From an optimization exercise on the open Yosys and OpenROAD flow, aimed at small area; shortcuts taken in it are not production practice.
Only simulation tests tie the RTL to the original design; equivalence was not proved.
Power is estimated from default activity; no workload was simulated.

**flow/config.mk**
```make
export PLATFORM = sky130hd
export DESIGN_NAME = rsp_verify_top
export DESIGN_NICKNAME = rsp_verify_top
export VERILOG_FILES = /design/flow/design.v
export SDC_FILE = /design/flow/constraint.sdc
export NUM_CORES = 4
export LEC_CHECK = 0
export CAP_MARGIN = 20
export CORE_MARGIN = 2
export CORE_UTILIZATION = 40
export SLEW_MARGIN = 20
```
**flow/constraint.sdc**
```tcl
create_clock -name core_clock -period 5.0 [get_ports {clk}]
set_input_delay 1.0000 -clock core_clock [delete_from_list [all_inputs] [get_ports {clk}]]
set_output_delay 1.0000 -clock core_clock [all_outputs]
set_load 0.01 [all_outputs]
```
**flow/design.v**
```verilog
package rsp_verify_pkg;
  typedef logic [8*8-1:0]         data_t;
  typedef logic [8-1:0]           byte_mask_t;
  typedef logic [9-1:0]             id_t;
  typedef logic [32-1:0]        pattern_t;
  typedef logic [$clog2(8)-1:0]   byte_offset_t;
  typedef logic [2:0]                            pattern_size_t;
  typedef logic [1:0]                            resp_t;
  localparam resp_t RESP_SLVERR = 2'd2;
  typedef enum logic [3:0] {
    IDLE, START, CHECK_COUNT, START_ERROR, COLLECT_ERROR, RECORD_ERROR, PRECOMPLETE, COMPLETE
  } ctrl_state_e;
endpackage
`timescale 1ns/10ps
module rsp_capture
(
  input  logic                  clk,
  input  logic                  reset_n,
  input  logic                  i_rready,
  input  logic                  i_run_start,
  input  logic                  i_rvalid,
  input  rsp_verify_pkg::id_t   i_rid,
  input  rsp_verify_pkg::data_t i_rdata,
  input  rsp_verify_pkg::resp_t i_rresp,
  output logic                  o_beat_valid,
  output rsp_verify_pkg::id_t   o_beat_id,
  output rsp_verify_pkg::data_t o_beat_data,
  output logic                  o_beat_slverr
);
  logic  p1_valid;
  rsp_verify_pkg::id_t   p1_id;
  rsp_verify_pkg::data_t p1_data;
  rsp_verify_pkg::resp_t p1_resp;
  always_ff @(posedge clk)
  begin
    if (!reset_n || !i_rready)
      p1_valid <= 1'b0;
    else
      p1_valid <= i_rvalid;
  end
  always_ff @(posedge clk)
  begin
    if (i_rready)
    begin
      p1_id   <= i_rid;
      p1_data <= i_rdata;
      p1_resp <= i_rresp;
    end
  end
  always_ff @(posedge clk)
  begin
    if (!reset_n || !i_rready)
      o_beat_valid <= 1'b0;
    else
      o_beat_valid <= p1_valid;
  end
  always_ff @(posedge clk)
  begin
    if (!reset_n || i_run_start)
      o_beat_slverr <= 1'b0;
    else
      o_beat_slverr <= i_rready && p1_valid && (p1_resp == rsp_verify_pkg::RESP_SLVERR);
  end
  always_ff @(posedge clk)
  begin
    o_beat_id   <= p1_id;
    o_beat_data <= p1_data;
  end
endmodule
`timescale 1ns/10ps
module pattern_gen
(
  input  logic                          clk,
  input  logic                          reset_n,
  input  logic                          i_rready,
  input  rsp_verify_pkg::pattern_t      i_base_pattern,
  input  rsp_verify_pkg::pattern_size_t i_pattern_size,
  input  rsp_verify_pkg::byte_mask_t    i_byte_mask,
  input  logic                          i_beat_valid,
  input  rsp_verify_pkg::id_t           i_beat_id,
  input  rsp_verify_pkg::data_t         i_beat_data,
  input  logic                          i_beat_slverr,
  output logic                          o_beat_valid,
  output rsp_verify_pkg::id_t           o_beat_id,
  output rsp_verify_pkg::data_t         o_beat_data,
  output logic                          o_beat_slverr,
  output rsp_verify_pkg::data_t         o_expected,
  output rsp_verify_pkg::pattern_t      o_pattern
);
  logic       p3_valid;
  rsp_verify_pkg::id_t        p3_id;
  rsp_verify_pkg::data_t      p3_data;
  logic       p3_slverr;
  rsp_verify_pkg::pattern_t   p3_sum;
  logic       p4_valid;
  rsp_verify_pkg::id_t        p4_id;
  rsp_verify_pkg::data_t      p4_data;
  logic       p4_slverr;
  rsp_verify_pkg::pattern_t   p4_sum;
  rsp_verify_pkg::pattern_t   p4_trunc;
  logic [1:0] size_mask;
  rsp_verify_pkg::data_t      expand;
  always_ff @(posedge clk)
  begin
    if (!reset_n || !i_rready)
    begin
      p3_valid     <= 1'b0;
      p4_valid     <= 1'b0;
      o_beat_valid <= 1'b0;
    end
    else
    begin
      p3_valid     <= i_beat_valid;
      p4_valid     <= p3_valid;
      o_beat_valid <= p4_valid;
    end
  end
  always_ff @(posedge clk)
  begin
    if (i_beat_valid)
    begin
      p3_id     <= i_beat_id;
      p3_data   <= i_beat_data;
      p3_slverr <= i_beat_slverr;
      p3_sum    <= i_base_pattern + rsp_verify_pkg::pattern_t'(i_beat_id);
    end
  end
  always_ff @(posedge clk)
  begin
    if (p3_valid)
    begin
      p4_id     <= p3_id;
      p4_data   <= p3_data;
      p4_slverr <= p3_slverr;
      p4_sum    <= p3_sum;
      case (i_pattern_size)
        3'd1:    p4_trunc <= {24'h0, p3_sum[7:0]};
        3'd2:    p4_trunc <= {16'h0, p3_sum[15:0]};
        default: p4_trunc <= p3_sum;
      endcase
    end
  end
  assign size_mask = 2'(i_pattern_size - 3'd1);
  always_comb
  begin
    for (int k = 0; k < 8; k++)
      expand[8*k +: 8] = i_byte_mask[k] ? p4_trunc[8*(k[1:0] & size_mask) +: 8] : 8'h00;
  end
  always_ff @(posedge clk)
  begin
    if (p4_valid)
    begin
      o_beat_id     <= p4_id;
      o_beat_data   <= p4_data;
      o_beat_slverr <= p4_slverr;
      o_expected    <= expand;
      o_pattern     <= p4_sum;
    end
  end
endmodule
`timescale 1ns/10ps
module pattern_compare
(
  input  logic                       clk,
  input  logic                       reset_n,
  input  logic                       i_rready,
  input  logic                       i_run_start,
  input  rsp_verify_pkg::byte_mask_t i_byte_mask,
  input  logic                       i_beat_valid,
  input  rsp_verify_pkg::id_t        i_beat_id,
  input  rsp_verify_pkg::data_t      i_beat_data,
  input  logic                       i_beat_slverr,
  input  rsp_verify_pkg::data_t      i_expected,
  input  rsp_verify_pkg::pattern_t   i_pattern,
  output logic                       o_valid,
  output logic                       o_slverr_seen,
  output logic                       o_error_found,
  output rsp_verify_pkg::byte_mask_t o_mismatch,
  output rsp_verify_pkg::data_t      o_error_data,
  output rsp_verify_pkg::id_t        o_error_index,
  output rsp_verify_pkg::pattern_t   o_error_pattern
);
  rsp_verify_pkg::byte_mask_t mismatch;
  logic       capture;
  logic       p6_valid;
  rsp_verify_pkg::byte_mask_t p6_mismatch;
  rsp_verify_pkg::data_t      p6_data;
  rsp_verify_pkg::id_t        p6_id;
  rsp_verify_pkg::pattern_t   p6_pattern;
  logic       p6_slverr;
  always_comb
  begin
    for (int k = 0; k < 8; k++)
      mismatch[k] = i_byte_mask[k] && (i_beat_data[8*k +: 8] != i_expected[8*k +: 8]);
  end
  always_ff @(posedge clk)
  begin
    if (!reset_n || !i_rready)
    begin
      p6_valid <= 1'b0;
      o_valid  <= 1'b0;
    end
    else
    begin
      p6_valid <= i_beat_valid;
      o_valid  <= p6_valid;
    end
  end
  always_ff @(posedge clk)
  begin
    if (i_beat_valid)
    begin
      p6_mismatch <= mismatch;
      p6_data     <= i_beat_data;
      p6_id       <= i_beat_id;
      p6_pattern  <= i_pattern;
      p6_slverr   <= i_beat_slverr;
    end
  end
  assign capture = i_rready && p6_valid && !o_error_found && (|p6_mismatch);
  always_ff @(posedge clk)
  begin
    if (!reset_n || i_run_start)
    begin
      o_error_found   <= 1'b0;
      o_mismatch      <= '0;
      o_error_data    <= '0;
      o_error_index   <= '0;
      o_error_pattern <= '0;
    end
    else if (capture)
    begin
      o_error_found   <= 1'b1;
      o_mismatch      <= p6_mismatch;
      o_error_data    <= p6_data;
      o_error_index   <= p6_id;
      o_error_pattern <= p6_pattern;
    end
  end
  always_ff @(posedge clk)
  begin
    if (!reset_n || i_run_start)
      o_slverr_seen <= 1'b0;
    else if (i_rready && p6_valid && p6_slverr)
      o_slverr_seen <= 1'b1;
  end
endmodule
`timescale 1ns/10ps
module error_extract
(
  input  logic                          clk,
  input  logic                          reset_n,
  input  logic                          i_start,
  input  rsp_verify_pkg::byte_mask_t    i_mismatch,
  input  rsp_verify_pkg::data_t         i_error_data,
  input  rsp_verify_pkg::pattern_size_t i_pattern_size,
  output rsp_verify_pkg::byte_offset_t  o_byte_offset,
  output rsp_verify_pkg::pattern_t      o_received_pattern
);
  logic         gather;
  rsp_verify_pkg::byte_offset_t first_bit;
  rsp_verify_pkg::byte_offset_t aligned;
  rsp_verify_pkg::data_t        shifted;
  always_comb
  begin
    first_bit = '0;
    for (int k = 8 - 1; k >= 0; k--)
      if (i_mismatch[k])
        first_bit = rsp_verify_pkg::byte_offset_t'(k);
  end
  assign aligned = o_byte_offset & ~rsp_verify_pkg::byte_offset_t'(i_pattern_size - 3'd1);
  assign shifted = i_error_data >> (8 * aligned);
  always_ff @(posedge clk)
  begin
    if (!reset_n)
    begin
      gather             <= 1'b0;
      o_byte_offset      <= '0;
      o_received_pattern <= '0;
    end
    else
    begin
      gather <= i_start;
      if (i_start)
        o_byte_offset <= first_bit;
      if (gather)
      begin
        case (i_pattern_size)
          3'd1:    o_received_pattern <= {24'h0, shifted[7:0]};
          3'd2:    o_received_pattern <= {16'h0, shifted[15:0]};
          default: o_received_pattern <= shifted[31:0];
        endcase
      end
    end
  end
endmodule
`timescale 1ns/10ps
module rsp_verify_ctrl
(
  input  logic                clk,
  input  logic                reset_n,
  input  logic                i_enable,
  input  rsp_verify_pkg::id_t i_nai,
  input  logic                i_single_transaction,
  input  logic                i_beat_done,
  input  logic                i_error_found,
  input  logic                i_slverr_seen,
  output logic                o_run_start,
  output logic                o_rready,
  output logic                o_busy,
  output logic                o_start_gather,
  output logic                o_record_error,
  output logic                o_slverr_received
);
  rsp_verify_pkg::ctrl_state_e state;
  rsp_verify_pkg::ctrl_state_e next_state;
  rsp_verify_pkg::id_t         nai_q;
  rsp_verify_pkg::id_t         rsp_count;
  logic        run_done;
  logic        collect_second;
  assign run_done = i_single_transaction ? (rsp_count != '0) : (rsp_count > nai_q);
  always_ff @(posedge clk)
  begin
    if (!reset_n)
    begin
      nai_q     <= '0;
      rsp_count <= '0;
    end
    else if (o_run_start)
    begin
      nai_q     <= i_nai;
      rsp_count <= '0;
    end
    else if (i_beat_done)
      rsp_count <= rsp_count + rsp_verify_pkg::id_t'(1);
  end
  always_ff @(posedge clk)
  begin
    if (!reset_n)
    begin
      o_rready <= 1'b0;
      o_busy   <= 1'b0;
    end
    else if (o_run_start)
    begin
      o_rready <= 1'b1;
      o_busy   <= 1'b1;
    end
    else
    begin
      if (run_done || state == rsp_verify_pkg::COMPLETE)
        o_rready <= 1'b0;
      if (state == rsp_verify_pkg::COMPLETE)
        o_busy <= 1'b0;
    end
  end
  always_ff @(posedge clk)
  begin
    if (!reset_n || o_run_start)
      o_slverr_received <= 1'b0;
    else if (state == rsp_verify_pkg::PRECOMPLETE)
      o_slverr_received <= i_slverr_seen;
  end
  always_ff @(posedge clk)
  begin
    if (!reset_n || state != rsp_verify_pkg::COLLECT_ERROR)
      collect_second <= 1'b0;
    else
      collect_second <= ~collect_second;
  end
  always_ff @(posedge clk)
  begin
    if (!reset_n)
      state <= rsp_verify_pkg::IDLE;
    else
      state <= next_state;
  end
  always_comb
  begin
    next_state     = state;
    o_run_start    = 1'b0;
    o_start_gather = 1'b0;
    o_record_error = 1'b0;
    case (state)
      rsp_verify_pkg::IDLE:
      begin
        o_run_start = i_enable;
        if (i_enable)
          next_state = rsp_verify_pkg::START;
      end
      rsp_verify_pkg::START:         next_state = rsp_verify_pkg::CHECK_COUNT;
      rsp_verify_pkg::CHECK_COUNT:
      begin
        if (i_error_found)
          next_state = rsp_verify_pkg::START_ERROR;
        else if (run_done)
          next_state = rsp_verify_pkg::PRECOMPLETE;
      end
      rsp_verify_pkg::START_ERROR:
      begin
        o_start_gather = 1'b1;
        next_state     = rsp_verify_pkg::COLLECT_ERROR;
      end
      rsp_verify_pkg::COLLECT_ERROR:
      begin
        if (collect_second)
          next_state = rsp_verify_pkg::RECORD_ERROR;
      end
      rsp_verify_pkg::RECORD_ERROR:
      begin
        o_record_error = 1'b1;
        next_state     = rsp_verify_pkg::PRECOMPLETE;
      end
      rsp_verify_pkg::PRECOMPLETE:   next_state = rsp_verify_pkg::COMPLETE;
      rsp_verify_pkg::COMPLETE:      next_state = rsp_verify_pkg::IDLE;
      default:       next_state = rsp_verify_pkg::IDLE;
    endcase
  end
endmodule
`timescale 1ns/10ps
module rsp_verify_top
(
  input  logic                          clk,
  input  logic                          reset_n,
  input  logic                          i_enable,
  input  rsp_verify_pkg::id_t           i_nai,
  input  logic                          i_single_transaction,
  input  rsp_verify_pkg::pattern_t      i_base_pattern,
  input  rsp_verify_pkg::pattern_size_t i_pattern_size,
  input  rsp_verify_pkg::byte_mask_t    i_byte_mask,
  input  logic                          i_rvalid,
  input  rsp_verify_pkg::id_t           i_rid,
  input  rsp_verify_pkg::data_t         i_rdata,
  input  rsp_verify_pkg::resp_t         i_rresp,
  output logic                          o_rready,
  output logic                          o_busy,
  output logic                          o_record_error,
  output logic                          o_slverr_received,
  output logic                          o_error_found,
  output rsp_verify_pkg::id_t           o_error_index,
  output rsp_verify_pkg::pattern_t      o_error_expected_pattern,
  output rsp_verify_pkg::pattern_t      o_error_received_pattern,
  output rsp_verify_pkg::byte_offset_t  o_error_byte_offset
);
  logic       run_start;
  logic       start_gather;
  logic       beat_done;
  logic       slverr_seen;
  rsp_verify_pkg::data_t      expected;
  rsp_verify_pkg::pattern_t   pattern;
  rsp_verify_pkg::byte_mask_t mismatch;
  rsp_verify_pkg::data_t      error_data;
  logic  cap_beat_valid;
  rsp_verify_pkg::id_t   cap_beat_id;
  rsp_verify_pkg::data_t cap_beat_data;
  logic  cap_beat_slverr;
  logic  gen_beat_valid;
  rsp_verify_pkg::id_t   gen_beat_id;
  rsp_verify_pkg::data_t gen_beat_data;
  logic  gen_beat_slverr;
  rsp_capture rsp_capture_inst
  (
    .clk         (clk),
    .reset_n     (reset_n),
    .i_rready    (o_rready),
    .i_run_start (run_start),
    .i_rvalid    (i_rvalid),
    .i_rid       (i_rid),
    .i_rdata     (i_rdata),
    .i_rresp     (i_rresp),
    .o_beat_valid  (cap_beat_valid),
    .o_beat_id     (cap_beat_id),
    .o_beat_data   (cap_beat_data),
    .o_beat_slverr (cap_beat_slverr)
  );
  pattern_gen pattern_gen_inst
  (
    .clk            (clk),
    .reset_n        (reset_n),
    .i_rready       (o_rready),
    .i_base_pattern (i_base_pattern),
    .i_pattern_size (i_pattern_size),
    .i_byte_mask    (i_byte_mask),
    .i_beat_valid   (cap_beat_valid),
    .i_beat_id      (cap_beat_id),
    .i_beat_data    (cap_beat_data),
    .i_beat_slverr  (cap_beat_slverr),
    .o_beat_valid   (gen_beat_valid),
    .o_beat_id      (gen_beat_id),
    .o_beat_data    (gen_beat_data),
    .o_beat_slverr  (gen_beat_slverr),
    .o_expected     (expected),
    .o_pattern      (pattern)
  );
  pattern_compare pattern_compare_inst
  (
    .clk             (clk),
    .reset_n         (reset_n),
    .i_rready        (o_rready),
    .i_run_start     (run_start),
    .i_byte_mask     (i_byte_mask),
    .i_beat_valid    (gen_beat_valid),
    .i_beat_id       (gen_beat_id),
    .i_beat_data     (gen_beat_data),
    .i_beat_slverr   (gen_beat_slverr),
    .i_expected      (expected),
    .i_pattern       (pattern),
    .o_valid         (beat_done),
    .o_slverr_seen   (slverr_seen),
    .o_error_found   (o_error_found),
    .o_mismatch      (mismatch),
    .o_error_data    (error_data),
    .o_error_index   (o_error_index),
    .o_error_pattern (o_error_expected_pattern)
  );
  error_extract error_extract_inst
  (
    .clk                (clk),
    .reset_n            (reset_n),
    .i_start            (start_gather),
    .i_mismatch         (mismatch),
    .i_error_data       (error_data),
    .i_pattern_size     (i_pattern_size),
    .o_byte_offset      (o_error_byte_offset),
    .o_received_pattern (o_error_received_pattern)
  );
  rsp_verify_ctrl rsp_verify_ctrl_inst
  (
    .clk                  (clk),
    .reset_n              (reset_n),
    .i_enable             (i_enable),
    .i_nai                (i_nai),
    .i_single_transaction (i_single_transaction),
    .i_beat_done          (beat_done),
    .i_error_found        (o_error_found),
    .i_slverr_seen        (slverr_seen),
    .o_run_start          (run_start),
    .o_rready             (o_rready),
    .o_busy               (o_busy),
    .o_start_gather       (start_gather),
    .o_record_error       (o_record_error),
    .o_slverr_received    (o_slverr_received)
  );
endmodule
```
**flow/run.sh**
```bash
#!/bin/bash
# synth_recipe.tcl (not shown) runs the flow's synth.tcl, then flattens the netlist and writes it again
# the make line also repeats each setting of config.mk as NAME=value (left out here)
make -C /OpenROAD-flow-scripts/flow DESIGN_CONFIG=/design/flow/config.mk WORK_HOME=/design/flow/orfs CLKGATE_MAP_FILE= SYNTH_SCRIPT=/design/flow/synth_recipe.tcl finish
```
==> run_results.csv <==
group,metric,value,unit
yosys,synthArstFlopShare,0,
clocking,cts_setup_buffers,0,
floorplanning,row_count,100,
clocking,clkSinkCount,852,
sta,setup_viol,0,
route,drtIter0Drc,1230,
worst_hold_path,hp-start,"rsp_capture_inst.p1_data[15]",
status,status,"finished clean",
critical_path,reg2reg_slack,2.05,ns
yosys,ys_seq_area_frac,0.766,
grt,grt_max_degree,103,
clocking,cts_buffers,88,
cells_and_area,multiInputGateArea,6600,um2
grt,grt_pass1_wl,104000,um
sta,period_share,0.732,
critical_path,worstSetupPathType,"input pin to register",
critical_path,reg2reg_depth,7,
yosys,synth_top_family_by_area,"simple AND/OR/NAND/NOR gates",
clocking,htreeDepth,3,
route,wl,69400,um
grt,grt_pass1_vias,16600,
placed_design,io_buffers,212,
cells_and_area,final_cell_mix,"edfxtp_1, nand2_1, dfxtp_1",
floorplanning,coreArea,74400,um2
sta,finalClockSkew,0.0343,ns
critical_path,cp_max_fo,20,
sta,min_period,3.66,ns
placed_design,postPlaceCellArea,33400,um2
sta,rsz0062_at_grt,"no",
sta,whs,0.337,ns
clocking,cts_resized,0,
sta,slew_violations,0,
yosys,syn-instance-count,2058,
sta,hold_viol_final,0,
yosys,synth_edf_count,595,
yosys,muxShareOfSynthArea,0.0273,
yosys,synth_xor_area_frac,0.0297,
cells_and_area,drive_gt1_frac,0.0933,
critical_path,rr_endpoint,"pattern_compare_inst.o_error_data[35]",
clocking,clk_latency,0.65,ns
yosys,synth_simple_gate_area_frac,0.0939,
critical_path,r2r-start,"rsp_verify_ctrl_inst.o_rready",
critical_path,startpoint,"i_pattern_size[0]",
power_and_ir_drop,ir_drop,322,uV
yosys,syn-num-nets,2218,
route,drcViolationCount,0,
worst_hold_path,holdPathStages,0,
yosys,ys_top_cells_by_area,"edfxtp_1, dfxtp_1, nand2_1, a21oi_1, xor2_1",
sta,worst_slew_pin_slew,1.06,ns
floorplanning,die_w,278,um
flow_run,drv_cap,0,
yosys,yosysTopAreaCellShare,0.594,
route,avgViaCountPerCell,4.99,
grt,track_usage,0.178,
cells_and_area,layout_commonest_cell,"edfxtp_1",
yosys,synth_compound_area_frac,0.0561,
yosys,synth.avg_cell_area,14.6,um2
grt,grt.overflow.total,0,
clocking,root_buffer,"clkbuf_16",
cells_and_area,fill_cells,6277,
floorplanning,io_pins,213,
worst_hold_path,hold_path.class,"register to register",
critical_path,crit_path_end_kind,"register",
cells_and_area,syn_to_final_growth,21.1,%
critical_path,cp-start-kind,"input pin",
floorplanning,fp.dieH,278,um
route,wire_per_inst,20.7,um
power_and_ir_drop,power_density,420,nW/um2
worst_hold_path,hold_end,"rsp_capture_inst.o_beat_data[15]",
placed_design,dp_hpwl,48600,um
cells_and_area,fin_area,36400,um2
clocking,tritoncts,"built",
cells_and_area,seq_area,23000,um2
placed_design,gp_congestion,0.892,
sta,timing.fmax,0.273,GHz
sta,fin_tns_setup,0,ns
cells_and_area,fin_nets,2474,
yosys,yosys_register_bits,852,
floorplanning,die-area,77400,um2
cells_and_area,final_cells,3360,
yosys,synth_flop_cell,"edfxtp_1",
yosys,yosysTopAreaCell,"edfxtp_1",
critical_path,critPathRequiredTime,5.52,ns
yosys,syn_area,30100,um2
grt,antenna_found_initial,2,
critical_path,cp.arrival,4.18,ns
floorplanning,start_util,0.404,
route,ant_nets,0,
yosys,synthDistinctLibCells,60,
power_and_ir_drop,leakage,12.0,nW
clocking,cts.path.max_buffers,3,
sta,slew_headroom,0.291,
clocking,cts.clk_slew.worst_paths,0.06,ns
clocking,ctsHoldBuffers,0,
route,drt-pass1-iter-count,6,
yosys,synthAdderAreaFrac,0.0119,
route,num_vias,16800,
placed_design,post-place-cells,3190,
yosys,yosysWarnings,5,
[synth_stat cells (all sizes together), types with 25 or more instances]
library cell and n:
a211oi 38, inv 31, xor2 75, nor2 61, nand2 337, nor2b 60
xnor2 27, clkbuf 57, mux2i 37, edfxtp 595, ha 27, and2 36
buf 25, nand3 28, dfxtp 257, a21oi 179, o21ai 28
[kinds of logic after synthesis]
kind of cell             Yosys count
AO/OA/AOI/OAI                    291
XOR/XNOR                         102
adder cells (fa/ha/maj)           28
buffers and inverters            115
flip-flops                       852
multiplexers                      61
AND/OR/NAND/NOR                  609
[sequential cells by signal (all words and copies together) (netlist names), 24 cells and up]
name / count
pattern_gen_inst.p3_data: 64
rsp_capture_inst.o_beat_data: 64
error_extract_inst.o_received_pattern: 32
rsp_capture_inst.p1_data: 64
pattern_gen_inst.p3_sum: 32
pattern_gen_inst.p4_trunc: 24
pattern_compare_inst.o_error_data: 64
pattern_gen_inst.p4_sum: 32
pattern_compare_inst.o_error_pattern: 32
pattern_gen_inst.o_expected: 64
pattern_gen_inst.p4_data: 64
pattern_compare_inst.p6_pattern: 32
pattern_gen_inst.o_pattern: 32
pattern_gen_inst.o_beat_data: 64
pattern_compare_inst.p6_data: 64
[per-layer routing]
metal  up-vias  track usage  share of wire
met5         -            0              0
met4         0       0.0538          0.022
met2       502        0.290           0.48
li1       7952            -              -
met3       108       0.0359          0.061
met1      8188        0.242           0.44
[critical path: stages]
cell and delay [ns]:
clkdlybuf4s50_1 0.50, clkinv_1 0.08, buf_4 0.20, ha_1 0.58
and2_1 0.79, buf_4 0.34, mux4_2 0.32, nand2_1 0.09
a21oi_1 0.08, a21oi_1 0.13, nor2_1 0.06
[power by group]
group / switching [W] / internal [W] / total (W)
registers: 0.000141 / 0.00784 / 0.00798
logic: 0.000474 / 0.000302 / 0.000775
clock network: 0.00271 / 0.00383 / 0.00653
total: 0.00332 / 0.0120 / 0.0153
[worst max-delay path by stage]
stage	to	slack, ns	cells after the start
after floorplan	pattern_gen_inst.o_beat_data[0]	0.45	0
after global placement	error_extract_inst.o_received_pattern[30]	0.73	11
after detailed placement	error_extract_inst.o_received_pattern[26]	0.73	11
after CTS	error_extract_inst.o_received_pattern[26]	1.41	11
after global routing	error_extract_inst.o_received_pattern[27]	1.16	11
final	error_extract_inst.o_received_pattern[26]	1.34	11
[through the flow]
step / util / total power (W) / setup WS, ns
6_report: 0.489 / 0.0153 / 1.34
5_1_grt: 0.489 / 0.0159 / 1.16
4_1_cts: 0.488 / 0.0155 / 1.41
3_5_place_dp: 0.448 / 0.00892 / 0.727
3_3_place_gp: 0.448 / 0.00889 / 0.727
2_1_floorplan: - / 0.00853 / 0.446
[cell type report]
cell class,instances,area share
clock buffer,123,0.0682
sequential,852,0.632
timing repair buffer,248,0.0680
tap,969,0.0333
inverter,33,0.00340
multi-input combinational,1091,0.181
clock inverter,43,0.0131
antenna,1,0.0000687

static timing again, ports no longer ideal:
How much do the figures lean on ideal ports? The routed layout below was timed once more, with nothing changed but the port constraints.
Step 1, drivers: a clkbuf_16 drives clk and a buf_2 each remaining input, both assumed.
Step 2 also shifts input and output timing later by t, the mid clock arrival at the registers, as if the neighbouring blocks saw the same clock.
Slacks: ideal / step 1 / step 2; pairs: ideal / step 1.
t, ns: 0.699
slack for setup (ns): 1.339 / 1.325 / 0.626
worst setup path at the end: input to register
worst register clock-pin slew, ns: 0.07 / 0.07
After both steps setup and hold are still met in this run. For this run, drivers alone change the setup slack by -0.014 ns; drivers and shift together by -0.713 ns.
